Background: an optimization exercise with open tools, aiming at small area, a short achievable clock period and few clock cycles per item. Do not read the settings as production practice.
The RTL was checked by simulation tests, not by an equivalence proof against the original design.
Power and IR drop assume default switching activity.

**flow/run.sh**
```bash
#!/bin/bash
# synth_recipe.tcl (not shown) runs the flow's synth.tcl, then flattens the netlist and writes it again
# the make line also repeats each setting of config.mk as NAME=value (left out here)
make -C /OpenROAD-flow-scripts/flow DESIGN_CONFIG=/design/flow/config.mk WORK_HOME=/design/flow/orfs CLKGATE_MAP_FILE= SYNTH_SCRIPT=/design/flow/synth_recipe.tcl finish
```
**flow/config.mk**
```make
export PLATFORM = sky130hd
export DESIGN_NAME = double_to_integer_round_convert
export DESIGN_NICKNAME = double_to_integer_round_convert
export VERILOG_FILES = /design/flow/design.v
export SDC_FILE = /design/flow/constraint.sdc
export NUM_CORES = 4
export LEC_CHECK = 0
export CAP_MARGIN = 20
export CORE_MARGIN = 2
export CORE_UTILIZATION = 40
export SLEW_MARGIN = 20
```
**flow/constraint.sdc**
```tcl
create_clock -name core_clock -period 13.5 [get_ports {aclk}]
set_input_delay 2.7000 -clock core_clock [delete_from_list [all_inputs] [get_ports {aclk}]]
set_output_delay 2.7000 -clock core_clock [all_outputs]
set_load 0.01 [all_outputs]
```
**flow/design.v**
```verilog
package d2i_pkg;
    typedef enum logic [2:0] {
        RM_SEL_CFG = 3'd0,
        RM_ZERO    = 3'd1,
        RM_UP      = 3'd2,
        RM_DOWN    = 3'd3,
        RM_NEAR    = 3'd4
    } round_mode_t;
    typedef enum logic [1:0] {
        REQ_INTEGRAL = 2'd0,
        REQ_SIGNED   = 2'd1,
        REQ_UNSIGNED = 2'd2
    } req_type_t;
    localparam logic [63:0] SIGN_BIT  = 64'h8000_0000_0000_0000;
    localparam logic [63:0] QUIET_BIT = 64'h0008_0000_0000_0000;
    localparam logic [10:0] EXP_MAX   = 11'h7FF;
    localparam logic [10:0] EXP_BIAS  = 11'd1023;
    localparam logic [10:0] EXP_INT   = 11'd1075;   
    localparam logic [10:0] EXP_OVF   = 11'd1086;   
endpackage
module double_to_integer_round_convert (
    input  logic        aclk,
    input  logic        aresetn,
    input  logic        cfg_valid,
    output logic        cfg_ready,
    input  logic [2:0]  cfg_data,
    input  logic        s_valid,
    output logic        s_ready,
    input  logic [1:0]  s_req_type,
    input  logic [63:0] s_operand_bits,
    input  logic [2:0]  s_round_sel,
    output logic        m_valid,
    input  logic        m_ready,
    output logic [63:0] m_result_bits,
    output logic        m_inexact_flag,
    output logic        m_overflow_flag
);
    logic [2:0] mode_reg;
    logic        in_valid_reg;
    logic [1:0]  in_req_reg;
    logic [63:0] in_x_reg;
    logic [2:0]  in_mode_reg;
    logic        out_valid_reg;
    logic [63:0] out_res_reg;
    logic        out_inx_reg;
    logic        out_ovf_reg;
    logic        skid_valid_reg;
    logic [63:0] skid_res_reg;
    logic        skid_inx_reg;
    logic        skid_ovf_reg;
    logic        in_adv;
    logic        out_load;
    assign cfg_ready = 1'b1;
    assign out_load = in_valid_reg && !skid_valid_reg;
    assign s_ready  = !skid_valid_reg;
    assign in_adv   = s_valid && s_ready;
    always_ff @(posedge aclk) begin
        if (!aresetn) begin
            mode_reg <= d2i_pkg::RM_NEAR;
        end else if (cfg_valid) begin
            mode_reg <= cfg_data;
        end
    end
    always_ff @(posedge aclk) begin
        if (!aresetn) begin
            in_valid_reg <= 1'b0;
        end else if (s_ready) begin
            in_valid_reg <= s_valid;
        end
        if (in_adv) begin
            in_req_reg  <= s_req_type;
            in_x_reg    <= s_operand_bits;
            in_mode_reg <= (s_round_sel == d2i_pkg::RM_SEL_CFG) ? mode_reg : s_round_sel;
        end
    end
    logic        sgn;
    logic [10:0] ex;
    logic [51:0] fr;
    logic [52:0] mant;
    logic [10:0] eff;
    logic        big;           
    logic [5:0]  rsh;           
    logic        tiny;          
    logic [5:0]  lsh;           
    logic [63:0] mag_l;
    logic [63:0] q;
    logic [63:0] rem;
    logic [63:0] half;
    logic        rem_nz;
    logic        inc;
    logic [63:0] qr;
    logic [2:0]  md;
    logic [5:0]  msb;
    logic [63:0] packed_v;
    logic [63:0] res;
    logic        inx;
    logic        ovf;
    always_comb begin
        sgn  = in_x_reg[63];
        ex   = in_x_reg[62:52];
        fr   = in_x_reg[51:0];
        mant = {(ex != 11'd0), fr};
        eff  = (ex != 11'd0) ? ex : 11'd1;
        md   = in_mode_reg;
        if (md < d2i_pkg::RM_ZERO || md > d2i_pkg::RM_NEAR) begin
            md = d2i_pkg::RM_NEAR;
        end
        big  = (eff >= d2i_pkg::EXP_INT);
        tiny = (eff < 11'd1015);
        rsh  = (big || tiny) ? 6'd1 : 6'(d2i_pkg::EXP_INT - eff);
        lsh  = (eff - d2i_pkg::EXP_INT >= 11'd64) ? 6'd0 : 6'(eff - d2i_pkg::EXP_INT);
        mag_l = (eff - d2i_pkg::EXP_INT >= 11'd64) ? 64'd0 : ({11'd0, mant} << lsh);
        if (tiny) begin
            q    = 64'd0;
            rem  = {11'd0, mant};
            half = d2i_pkg::SIGN_BIT;
        end else begin
            q    = {11'd0, mant} >> rsh;
            rem  = {11'd0, mant} & ((64'd1 << rsh) - 64'd1);
            half = 64'd1 << (rsh - 6'd1);
        end
        rem_nz = (rem != 64'd0);
        unique case (md)
            d2i_pkg::RM_UP:   inc = rem_nz && !sgn;
            d2i_pkg::RM_DOWN: inc = rem_nz && sgn;
            d2i_pkg::RM_NEAR: inc = rem_nz && ((rem > half) || (rem == half && q[0]));
            default:          inc = 1'b0;
        endcase
        qr = q + {63'd0, inc};
        msb = 6'd0;
        for (int i = 0; i <= 53; i++) begin
            if (qr[i]) msb = 6'(i);
        end
        packed_v = (qr == 64'd0) ? {sgn, 63'd0} :
                   {sgn, d2i_pkg::EXP_BIAS + {5'd0, msb},
                    52'((qr << (6'd52 - msb)))};
        res = 64'd0;
        inx = 1'b0;
        ovf = 1'b0;
        if (ex == d2i_pkg::EXP_MAX) begin
            if (in_req_reg == d2i_pkg::REQ_INTEGRAL) begin
                res = (fr != 52'd0) ? (in_x_reg | d2i_pkg::QUIET_BIT) : in_x_reg;
            end else begin
                res = (fr != 52'd0) ? d2i_pkg::SIGN_BIT : 64'd0;
                ovf = (in_req_reg == d2i_pkg::REQ_SIGNED);
            end
        end else if (big) begin
            if (in_req_reg == d2i_pkg::REQ_INTEGRAL) begin
                res = in_x_reg;
            end else begin
                res = sgn ? (64'd0 - mag_l) : mag_l;
                if (in_req_reg == d2i_pkg::REQ_SIGNED) begin
                    ovf = (!sgn && ex >= d2i_pkg::EXP_OVF) ||
                          (sgn && (ex > d2i_pkg::EXP_OVF ||
                                   (ex == d2i_pkg::EXP_OVF && fr != 52'd0)));
                end
            end
        end else begin
            inx = rem_nz;
            if (in_req_reg == d2i_pkg::REQ_INTEGRAL) begin
                res = packed_v;
            end else begin
                res = sgn ? (64'd0 - qr) : qr;
            end
        end
    end
    always_ff @(posedge aclk) begin
        if (!aresetn) begin
            out_valid_reg  <= 1'b0;
            skid_valid_reg <= 1'b0;
        end else begin
            if (skid_valid_reg) begin
                if (m_ready) begin
                    out_valid_reg  <= 1'b1;
                    skid_valid_reg <= 1'b0;
                end
            end else if (!out_valid_reg || m_ready) begin
                out_valid_reg <= in_valid_reg;
            end else if (in_valid_reg) begin
                skid_valid_reg <= 1'b1;
            end
        end
        if (skid_valid_reg) begin
            if (m_ready) begin
                out_res_reg <= skid_res_reg;
                out_inx_reg <= skid_inx_reg;
                out_ovf_reg <= skid_ovf_reg;
            end
        end else if (!out_valid_reg || m_ready) begin
            out_res_reg <= res;
            out_inx_reg <= inx;
            out_ovf_reg <= ovf;
        end else if (out_load) begin
            skid_res_reg <= res;
            skid_inx_reg <= inx;
            skid_ovf_reg <= ovf;
        end
    end
    assign m_valid         = out_valid_reg;
    assign m_result_bits   = out_res_reg;
    assign m_inexact_flag  = out_inx_reg;
    assign m_overflow_flag = out_ovf_reg;
endmodule
```
==> flow_summary.toml <==
[run_status]
status = "complete, no violations"

[worst_hold_path]
hold_depth = 2
hp-start = "mode_reg[0]$_SDFFE_PN0P_"
hold_path.class = "register to register"

[grt]
grt_pass1_wl_um = 274000
first_global_vias = 35196
grt_antenna_before_repair = 19
grt_use_total_pct = 46.3
grt-ovfl-total = 0
grt_max_degree = 67

[setup_path]
crit_required_ns = 13.85
arrival_ns = 13.24
endpoint_kind = "register"
slowest_delay_ns = 0.61
worstPathMaxFanout = 14
rr_worst_depth = 57
slowest_stage = "or4_1"
start_kind = "register"
crit_start = "in_x_reg[55]$_DFFE_PP_"
r2r-start = "in_x_reg[55]$_DFFE_PP_"
crit_top_cell = "nand2_1"
crit_type = "register to register"

[timing]
finalCritPeriodShare_pct = 95.5
period_minus_slack_ns = 12.90
whs_ns = 0.529
finalSetupViolCount = 0
slew_violations = 0
max_freq_mhz = 77.5
tns_ns = 0
slew_headroom_pct = 18.1
fin_skew_ns = 0.0169
hold_violations = 0
setup_slack_ns = 0.605
worstMarginPinSlew_ns = 1.23

[die]
die_h_um = 287
coreArea_sq_um = 79000
dieArea_sq_um = 82200
start_util_pct = 40.5
row_count = 103
io_pins = 146
die_x_um = 287

[yosys]
syn-num-nets = 4300
yosys_warnings = 1
synth_top_family_by_area = "compound AO/OA/AOI/OAI gates"
synth.area.mux_share_pct = 13.9
synth-xor-area-share_pct = 4.95
ys_types = 130
synth_edf_count = 201
synth_compound_area_share_pct = 29.0
syn_avg_cell_area_sq_um = 7.69
async_flop_share_pct = 0
syn-cell-area_sq_um = 32000
ys_ff_latch = 207
synthCells = 4158
synthAdderAreaFrac_pct = 2.54
yosysSeqAreaShare_pct = 19.3
ys.flop_type = "edfxtp_1"
yosys.area_share.simple_pct = 24.4

[pwr]
power_leakage_uw = 0.0132
power_density_nw_per_um2 = 86.7
ir_worst_vdd_mv = 0.100

[clocking]
worstSkewPairLatency_ns = 0.60
cts_max_level = 1
clockBufferDepth = 3
tritoncts = "done"
ctsHoldBuffers = 0
cts.sinks = 207
path_clk_slew_ns = 0.06
cts_root_buf = "clkbuf_16"
cts_buffers = 26

[cells_and_area]
area_delta_synth_final_pct = 13.9
fin_nets = 4398
drive_gt1_share_pct = 15.5
fin_util_pct = 46.1

[routing]
via_count = 38863
post_drt_via_cell_ratio = 7.29
drt_first_iter_violations = 6757
dr.pass1.iters = 8
drt_drc_violations_left = 0
ant_nets = 0
wl_per_cell_um = 37.1
wirelength_um = 198000

[placement]
place_ws_ns = 0.490
io_buffers = 144
place_congestion = 1.08
hpwl_um = 147000

[run]
maxCapViolCount = 0
-- worst paths after layout --
kind	slack (ns)	end
setup / recovery	0.60	out_res_reg[51]$_DFFE_PP_
hold / removal	0.53	mode_reg[0]$_SDFFE_PN0P_
hold reg to reg	0.53	mode_reg[0]$_SDFFE_PN0P_
setup reg to reg	0.60	out_res_reg[51]$_DFFE_PP_
-- metrics by stage --
step / area [sq um] / total power [uW] / cells
5_1_grt: 36400 / 3230 / 5324
6_report: 36400 / 3160 / 5330
3_3_place_gp: 35400 / 2420 / 5269
4_1_cts: 36200 / 3070 / 5316
3_5_place_dp: 35400 / 2410 / 5270
2_1_floorplan: 32000 / 1740 / 4158
-- layout make-up --
| cell class | count | area, sq um |
|---|---|---|
| fill | 8128 | 42600 |
| clock inverter | 10 | 82.6 |
| timing repair buffer | 441 | 3710 |
| tap | 1050 | 1310 |
| clock buffer | 36 | 688 |
| antenna | 6 | 15.0 |
| inverter | 51 | 191 |
| sequential | 207 | 6160 |
| multi-input combinational | 3529 | 24200 |
-- worst max-delay path: cells and delay by family (launching register included) --
kind	cells	cell delay (ns)
AND/OR/NAND/NOR	22	4.36
AO/OA/AOI/OAI	21	4.11
multiplexers	5	1.54
adder cells (fa/ha/maj)	5	1.31
buffers and inverters	4	0.85
flip-flops	1	0.50
-- metal layers --
layer / part of all wire [%] / GRT usage [%]
met4: 7.1 / 26.5
met2: 39 / 63.6
met5: 0.071 / 0
met3: 15 / 16.0
met1: 39 / 62.5
-- what timing repair did --
| item | in CTS | in global routing |
|---|---|---|
| buffers inserted | 0 | 6 |
| gates resized for setup | 0 | 25 |
| endpoints found under the setup margin | 0 | 96 |
-- cells in the mapped netlist, types with 25 or more instances --
library cell    n  area, sq um
a211o_1        34          298
a211oi_1      107          803
a21boi_0       25          188
a21o_1         43          323
a21oi_1       235         1180
a22oi_1        46          345
a31oi_1        68          425
and2_1         50          313
and3_1         33          206
buf_1          45          169
buf_2          69          345
clkbuf_1      219          822
edfxtp_1      201         6040
ha_1           65          813
inv_1          46          173
mux2_2        113         1270
mux2i_1       216         2160
mux4_2         41          923
nand2_1       448         1680
nand2b_1       47          294
nand3_1       152          761
nand4_1        63          394
nor2_1        385         1450
nor2b_1        47          294
nor3_1        120          601
nor4_1         58          363
o211ai_1       62          465
o21a_1         43          323
o21ai_0       260         1300
o21ai_1        27          135
o22ai_1        33          206
o311ai_0       25          219
o31ai_1        64          480
or3_1          37          231
xnor2_1       117         1020
xor2_1         55          482
-- cells in the final DEF, fill, tap and decap left out, types with 46 or more instances in the layout --
master	instances
nor2_1	379
and2_1	49
o21ai_0	259
a22oi_1	46
buf_4	293
mux2_2	113
xor2_1	53
nor2b_1	46
nor3_1	117
a31oi_1	65
inv_1	46
xnor2_1	113
o31ai_1	62
a21oi_1	230
nand2b_1	47
ha_1	64
nand4_1	63
nor4_1	54
mux2i_1	212
nand3_1	150
a211oi_1	102
clkdlybuf4s50_1	144
edfxtp_1	201
nand2_1	447
o211ai_1	62
-- logic make-up after synthesis --
kind of cell               Yosys count
and+or+nand+nor                   1573
AOI/OAI and AO/OA                 1338
buffers and inverters              422
muxes                              376
DFF                                207
xor gates and xnor gates           176
adders and majority gates           65
other                                1
-- power breakdown --
part / switching [uW] / total (uW) / internal [uW] / leakage (uW)
combinational: 1110 / 1690 / 577 / 0.0108
sequential: 36.9 / 811 / 774 / 0.00204
clock: 295 / 654 / 359 / 0.000375
total: 1450 / 3160 / 1710 / 0.0132
Testbench counts, summed over its fixed seeds: cycles 24,016, items 24,000.

-- re-timing with driven ports --
No port has a modelled driver above. Below, the same layout with a new extraction and two added sets of constraints. Step 1: set_driving_cell puts a clkbuf_16 on aclk and a buf_2 on each other input, an assumption about the parent block. Step 2 times the ports against the registers' clock, not the clock port: input delays grow and output delays shrink by t, the midpoint of the rising clock arrivals with the driver on. Slacks: ideal / step 1 / step 2; pairs: ideal / step 1.
shift t [ns]: 0.663
setup slack, ns: 0.605 / 0.605 / 0.605
clock arrival spread, ns: 0.017 / 0.017
worst slew at a driven data input, ns: 0.06
After both steps this run still meets setup and hold. The setup slack of this run moves by 0.000 ns with the drivers and by 0.000 ns with both steps.
